What follows belongs to an exercise in optimizing a design on an open flow for small area, a short achievable clock period and few clock cycles per item; a production flow would make more cautious choices.
Function was checked by simulation only, so behaviour that the tests miss may differ from the original.

## the previous run
Design iter_multiplier, start of the top module:
module iter_multiplier (
    input  logic        clk,
    input  logic        rst_n,
    input  logic        mul_start,
    input  logic [63:0] a,
    input  logic [63:0] b,
    input  logic [1:0]  op,
    input  logic        word,
    input  logic        next,
    output logic [63:0] mul_result,
    output logic        mul_ok,
    output logic        busy
);
Size in the first run: roughly 2500 cells after synthesis, roughly 200 I/O pins.
clock: 7.5 ns
lec_check: 0
cap_margin: 5
core_margin: 2
core_utilization: 40
cts_cluster_diameter: 60
cts_cluster_size: 24
place_density: 0.8
setup_slack_margin: 4.5
slew_margin: 5
standard.sh (not shown) runs the stock make flow with config.mk's settings and CLKGATE_MAP_FILE= SYNTH_SCRIPT=/design/flow/synth_recipe.tcl, a recipe that flattens the netlist after the stock synthesis.
==> flow/flow/run.sh <==
#!/bin/bash
set -e
export BUFFER_PORTS_ARGS="-buffer_cell sky130_fd_sc_hd__buf_1"
bash standard.sh > standard.log 2>&1
Testbench counts of the previous run, summed over its fixed seeds: cycles 23,924, items 2,400.
Inputs modified between the previous run and the current run:
# the previous run
export LEC_CHECK = 0
export CAP_MARGIN = 5
export CORE_MARGIN = 2
export CORE_UTILIZATION = 40
export CTS_CLUSTER_DIAMETER = 60
export CTS_CLUSTER_SIZE = 24
export PLACE_DENSITY = 0.8
export SETUP_SLACK_MARGIN = 4.5
export SLEW_MARGIN = 5
create_clock -name core_clock -period 7.5 [get_ports {clk}]
# the current run
export LEC_CHECK = 0
export CAP_MARGIN = 20
export CORE_MARGIN = 2
export CORE_UTILIZATION = 40
export CTS_CLUSTER_DIAMETER = 60
export CTS_CLUSTER_SIZE = 24
export PLACE_DENSITY = 0.9
export SETUP_SLACK_MARGIN = 4.5
export SLEW_MARGIN = 20
create_clock -name core_clock -period 7.5 [get_ports {clk}]
As far as cts-stage hold buffer count goes, the previous run and the current run are indistinguishable; the numbers are identical.
Per the comparison of the current run with the previous run, area taken by multi-input logic gates lost about 0.37%, measured slew at the worst slew-check pin lost 97 ps.
Min number of buffers inserted by post-CTS setup repair across the previous run and the current run: the current run
There was hardly any difference in register fraction of the total cell area between the previous run and the current run.
The launching instance or port of the critical path comes out s_q[5]$_DFF_P_ in one run and c_q[37]$_SDFF_PP0_ in the other, namely in the previous run and the current run respectively.
Total global routing track utilization in the current run vs the previous run: up 0.51 points
Cell count delta (the previous run -> the current run): insignificant
Compared with the previous run, the current run shows a count of clock-net buffers in the final layout that is 7.7% higher.


iter_multiplier, a different RTL version from the one above (not shown whole).
Size in the first run: about 2500 cells after synthesis, roughly 310 flip-flops, roughly 200 I/O pins, ~25000 um2 of cells after synthesis.
Settings: LEC_CHECK=0, CAP_MARGIN=20, CORE_MARGIN=2, CORE_UTILIZATION=40, CTS_BUF_LIST=sky130_fd_sc_hd__clkbuf_8 sky130_fd_sc_hd__clkbuf_4, SETUP_SLACK_MARGIN=4.5, SLEW_MARGIN=20; clock period 7.5 ns.
==> flow/flow/run.sh <==
#!/bin/bash
set -e
export BUFFER_PORTS_ARGS="-buffer_cell sky130_fd_sc_hd__buf_2"
bash standard.sh > standard.log 2>&1
Testbench counts at the start, summed over its fixed seeds: cycles 23,924, items 2,400.
Edit:
==> flow/run.sh (new file) <==
#!/bin/bash
# synth_recipe.tcl (not shown) runs the flow's synth.tcl, then flattens the netlist and writes it again
# the make line also repeats each setting of config.mk as NAME=value (left out here)
make -C /OpenROAD-flow-scripts/flow DESIGN_CONFIG=/design/flow/config.mk WORK_HOME=/design/flow/orfs CLKGATE_MAP_FILE= SYNTH_SCRIPT=/design/flow/synth_recipe.tcl finish
- CTS_BUF_LIST: sky130_fd_sc_hd__clkbuf_8 sky130_fd_sc_hd__clkbuf_4 -> unset
removed: flow/flow/run.sh
removed: flow/standard.sh
Via count rose by 1.1%. Synthesized area does not change. Die area stays the same. Final cell count is about the same.
Edit:
==> flow/flow/run.sh (new file) <==
#!/bin/bash
set -e
export BUFFER_PORTS_ARGS="-buffer_cell sky130_fd_sc_hd__buf_2"
bash standard.sh > standard.log 2>&1
==> flow/standard.sh (new file) <==
#!/bin/bash
# synth_recipe.tcl (not shown) runs the flow's synth.tcl, then flattens the netlist and writes it again
# the make line also repeats each setting of config.mk as NAME=value (left out here)
make -C /OpenROAD-flow-scripts/flow DESIGN_CONFIG=/design/flow/config.mk WORK_HOME=/design/flow/orfs CLKGATE_MAP_FILE= SYNTH_SCRIPT=/design/flow/synth_recipe.tcl "${@:-finish}"
- CORE_UTILIZATION: 40 -> 60
removed: flow/run.sh
Outcome:
- design area went down by 5.1%
- wire length went down by 4.3%
- utilization went up by 20 points
- register-to-register slack degrades by 0.02 ns
- clock-buffer cell count went up by 5
- via count went down by 0.35%
- flip-flop and latch count does not change
- hold slack stays flat
- worst setup slack degrades by 0.017 ns


RTL: one of the versions met above, not the one the previous note started from.
For scale: ~310 flip-flops, ~200 I/O pins, roughly 25000 sq um of cells after synthesis.
Settings: LEC_CHECK=0, CAP_MARGIN=20, CORE_MARGIN=2, CORE_UTILIZATION=40, SETUP_SLACK_MARGIN=4.7, SLEW_MARGIN=20; clock period 7.5 ns.
==> flow/flow/run.sh <==
#!/bin/bash
set -e
export BUFFER_PORTS_ARGS="-buffer_cell sky130_fd_sc_hd__buf_2"
bash standard.sh > standard.log 2>&1
Testbench counts at the start, summed over its fixed seeds: cycles 23,924, items 2,400.
Change:
- SETUP_SLACK_MARGIN: 4.7 -> 4.5
Wire length drops by 5.7%.
Die area does not change.
Maximum frequency drops by 2.8%.
Via count drops by 3.8%.
Cell area drops by 6.3%.


Setup of the baseline:
Starting RTL as in the previous note.
Settings: LEC_CHECK=0, CAP_MARGIN=20, CORE_MARGIN=2, CORE_UTILIZATION=40, CTS_CLUSTER_DIAMETER=60, CTS_CLUSTER_SIZE=24, GPL_ROUTABILITY_DRIVEN=0, PLACE_DENSITY=0.8, SETUP_SLACK_MARGIN=4.5, SLEW_MARGIN=20; clock period 7.5 ns.
==> flow/flow/run.sh <==
#!/bin/bash
set -e
export BUFFER_PORTS_ARGS="-buffer_cell sky130_fd_sc_hd__buf_1"
bash standard.sh > standard.log 2>&1
Testbench counts of the baseline, summed over its fixed seeds: cycles 23,924, items 2,400.
Input-level comparison between the candidate and the baseline:
- GPL_ROUTABILITY_DRIVEN: 0 -> unset
- ABC_AREA: unset -> 1
==> flow/flow/run.sh <==
#!/bin/bash
set -e
export BUFFER_PORTS_ARGS="-buffer_cell sky130_fd_sc_hd__buf_2"
bash standard.sh > standard.log 2>&1
==> summary.txt <==
Between the candidate and the baseline, the area used by sequential logic in the layout does not differ in any meaningful way. Compared with the baseline, the candidate shows sequential share of layout area lower by 1.5 points. The candidate vs the baseline, highest-delay cell along the critical path: fa_1 vs a221oi_4. The total core area in the candidate sits 2.4% above the value recorded for the baseline.


## run A
iter_multiplier again, from the RTL that the note above started with.
clock: 7.5 ns
lec_check: 0
cap_margin: 20
core_margin: 2
core_utilization: 40
cts_cluster_diameter: 60
cts_cluster_size: 24
setup_slack_margin: 4.5
slew_margin: 20
==> flow/flow/run.sh <==
#!/bin/bash
set -e
export BUFFER_PORTS_ARGS="-buffer_cell sky130_fd_sc_hd__buf_2"
bash standard.sh > standard.log 2>&1
Run A reached the final stage; the timing, design-rule and antenna checks on its layout passed.
Testbench counts of run A, summed over its fixed seeds: cycles 23,924, items 2,400.
Inputs modified between run A and run B:
Settings: setting PLACE_DENSITY to 0.85 for the first time; changing CORE_UTILIZATION from 40 to 50.
==> flow/flow/run.sh <==
#!/bin/bash
set -e
export BUFFER_PORTS_ARGS="-buffer_cell sky130_fd_sc_hd__buf_1"
bash standard.sh > standard.log 2>&1
Findings:
Against run A, run B comes in 1.5% lower on overall routed net length. s_q[13] as the worst setup path startpoint was reported by run B, and c_q[2] by run A. The post-route cell area of run B falls short of that of run A by about 2.2%.
Inputs modified between run B and run C:
Settings: a change of SETUP_SLACK_MARGIN from 4.5 to 4.3; a change of CORE_UTILIZATION from 50 to 40; a deleted PLACE_DENSITY that had been 0.85; a deleted CTS_CLUSTER_DIAMETER that had been 60; a deleted CTS_CLUSTER_SIZE that had been 24.
==> flow/flow/run.sh <==
#!/bin/bash
set -e
export BUFFER_PORTS_ARGS="-buffer_cell sky130_fd_sc_hd__buf_2"
bash standard.sh > standard.log 2>&1
### Flow results
- Comparing run B with run C, the number of nets in the layout came out essentially unchanged.
- Run C vs. run B: setup slack after placement picked up an extra 220 ps, area of placed instances moved up, first-pass GRT wire length shows an increase of 3.2%, wire length per cell went down about 3%.
- Arrival time of data at the critical path endpoint: run C > run B


Another version of the RTL of iter_multiplier (not shown whole).
For scale: roughly 280 flip-flops, roughly 200 I/O pins, roughly 26000 µm² of cells after synthesis.
==> flow/config.mk <==
export PLATFORM = sky130hd
export DESIGN_NAME = iter_multiplier
export DESIGN_NICKNAME = iter_multiplier
export VERILOG_FILES = /design/flow/design.v
export SDC_FILE = /design/flow/constraint.sdc
export NUM_CORES = 4
export LEC_CHECK = 0
export CAP_MARGIN = 20
export CORE_MARGIN = 2
export CORE_UTILIZATION = 40
export SLEW_MARGIN = 20
==> flow/constraint.sdc <==
create_clock -name core_clock -period 7.5 [get_ports {clk}]
set_input_delay 1.5000 -clock core_clock [delete_from_list [all_inputs] [get_ports {clk}]]
set_output_delay 1.5000 -clock core_clock [all_outputs]
set_load 0.01 [all_outputs]
run.sh (not shown) runs the stock make flow with config.mk's settings and CLKGATE_MAP_FILE= SYNTH_SCRIPT=/design/flow/synth_recipe.tcl, a recipe that flattens the netlist after the stock synthesis.
Stock flow here: none of the scripts above is used.
The starting point finished with timing, DRC and antenna clean.
Testbench counts at the start, summed over its fixed seeds: cycles 21,979, items 2,400.
Next try:
SETUP_SLACK_MARGIN = 5   (was unset)
Effect: Global-route usage went up by 3.6 points; first-iteration DRC count went up by 17%; cell area rises by 18%; cell count goes up by 5.7%; core utilization goes up by 8.3 points.


iter_multiplier with an RTL version that a note above also has.
Size in the first run: ~310 flip-flops.
==> flow/config.mk <==
export PLATFORM = sky130hd
export DESIGN_NAME = iter_multiplier
export DESIGN_NICKNAME = iter_multiplier
export VERILOG_FILES = /design/flow/design.v
export SDC_FILE = /design/flow/constraint.sdc
export NUM_CORES = 4
export LEC_CHECK = 0
export CAP_MARGIN = 20
export CORE_MARGIN = 2
export CORE_UTILIZATION = 40
export CTS_CLUSTER_DIAMETER = 60
export CTS_CLUSTER_SIZE = 24
export PLACE_DENSITY = 0.8
export SETUP_SLACK_MARGIN = 4.5
export SLEW_MARGIN = 20
==> flow/constraint.sdc <==
create_clock -name core_clock -period 7.5 [get_ports {clk}]
set_input_delay 1.5000 -clock core_clock [delete_from_list [all_inputs] [get_ports {clk}]]
set_output_delay 1.5000 -clock core_clock [all_outputs]
set_load 0.01 [all_outputs]
standard.sh (not shown) runs the stock make flow with config.mk's settings and CLKGATE_MAP_FILE= SYNTH_SCRIPT=/design/flow/synth_recipe.tcl, a recipe that flattens the netlist after the stock synthesis.
==> flow/flow/run.sh <==
#!/bin/bash
set -e
export BUFFER_PORTS_ARGS="-buffer_cell sky130_fd_sc_hd__buf_1"
bash standard.sh > standard.log 2>&1
Testbench counts at the start, summed over its fixed seeds: cycles 23,924, items 2,400.
Edit:
SETUP_SLACK_MARGIN = 4.55   (was 4.5)
After rerunning: The new run completed with no timing, DRC or antenna violations; via count came out higher slightly; register-to-register slack stays flat; critical path depth came out lower by 1.
Edit:
CTS_CLUSTER_DIAMETER = 50   (was 60)
CTS_CLUSTER_SIZE = 32   (was 24)
SETUP_SLACK_MARGIN = 4.5   (was 4.55)
The changed run completed with no timing, DRC or antenna violations. Worst hold slack is about the same. Sequential cell count stays the same. Wire length decreases slightly. Synthesized cell count is unchanged. Area after synthesis does not change. Die area is unchanged. Fmax shrinks by a few percent.
Edit:
==> flow/flow/run.sh (replaced) <==
#!/bin/bash
set -e
export BUFFER_PORTS_ARGS="-buffer_cell sky130_fd_sc_hd__buf_2"
bash standard.sh > standard.log 2>&1
CTS_CLUSTER_DIAMETER = 60   (was 50)
CTS_CLUSTER_SIZE = 24   (was 32)
Final area is about the same.
Die area stays the same.
Synthesized area is unchanged.
Cell count barely changes.
Flip-flop and latch count stays the same.
Routed wire length fell by 0.51%.
Worst setup slack gets better by 0.088 ns.
Via count drops by about 0.8%.
Maximum frequency went up by 3.0%.
Register-to-register slack improved by 0.09 ns.


RTL: one of the versions met above, not the one the previous note started from.
export LEC_CHECK = 0
export CAP_MARGIN = 20
export CORE_MARGIN = 2
export CORE_UTILIZATION = 40
export SETUP_SLACK_MARGIN = 4.5
export SLEW_MARGIN = 20
create_clock -name core_clock -period 7.5 [get_ports {clk}]
==> flow/flow/run.sh <==
#!/bin/bash
set -e
export BUFFER_PORTS_ARGS="-buffer_cell sky130_fd_sc_hd__buf_2"
bash standard.sh > standard.log 2>&1
The baseline ran to the end with no violations.
Testbench counts at the start, summed over its fixed seeds: cycles 23,924, items 2,400.
==> next run, changes <==
SETUP_SLACK_MARGIN = 4.7   (was 4.5)
Worst setup slack improved by 0.063 ns.
Clock skew went down by 0.018 ns.
Routed wire length climbs by 5.9%.
Final cell count came out higher by 3.6%.
Sequential share of layout area is lower by 1.5 points.

separate check: timing with driven ports:
How much do the figures lean on ideal ports? The routed layouts below were timed once more, with nothing changed but the port constraints.
Step 1 sets driving cells, clkbuf_16 on the clock port and buf_2 on the other inputs (assumed; they add their load-dependent delay and slew).
Step 2, shift: input delay + t, output delay - t, t = (earliest + latest rising clock arrival at the registers) / 2. This alone moves slack from input paths to output paths.
Slacks: ideal / step 1 / step 2; pairs: ideal / step 1.
run	shift t [ns]	slack for setup (ns)	worst register clock-pin slew, ns	worst slew at a driven data input, ns
the previous run	0.639	4.546 / 4.546 / 4.086	0.10 / 0.10	0.12
the current run	0.642	4.451 / 4.451 / 4.275	0.10 / 0.10	0.13
the first run of note 2	0.744	4.523 / 4.503 / 4.215	0.07 / 0.07	0.11
the second run of note 2	0.616	4.552 / 4.491 / 4.338	0.07 / 0.07	0.11
the third run of note 2	0.627	4.535 / 4.535 / 4.269	0.06 / 0.06	0.05
the first run of note 3	0.632	4.653 / 4.653 / 4.230	0.07 / 0.07	0.09
the second run of note 3	0.623	4.571 / 4.571 / 4.517	0.07 / 0.07	0.09
the baseline	0.639	4.546 / 4.546 / 4.086	0.10 / 0.10	0.12
the candidate	0.664	4.504 / 4.504 / 4.310	0.09 / 0.09	0.12
run A	0.683	4.561 / 4.555 / 4.536	0.09 / 0.09	0.09
run B	0.661	4.530 / 4.530 / 4.381	0.09 / 0.09	0.09
run C	0.610	4.346 / 4.346 / 4.024	0.06 / 0.06	0.09
the first run of note 6	0.623	2.885 / 2.885 / 2.885	0.07 / 0.07	0.07
the second run of note 6	0.622	3.937 / 3.937 / 3.937	0.07 / 0.07	0.07
the first run of note 7	0.639	4.546 / 4.546 / 4.086	0.10 / 0.10	0.12
the second run of note 7	0.657	4.537 / 4.537 / 4.286	0.10 / 0.10	0.12
the third run of note 7	0.671	4.468 / 4.468 / 4.014	0.09 / 0.09	0.11
the fourth run of note 7	0.652	4.556 / 4.556 / 4.483	0.10 / 0.10	0.16
the first run of note 8	0.618	4.531 / 4.531 / 4.248	0.06 / 0.06	0.10
the second run of note 8	0.624	4.594 / 4.594 / 4.445	0.07 / 0.07	0.12
After both steps every run listed still meets setup and hold.
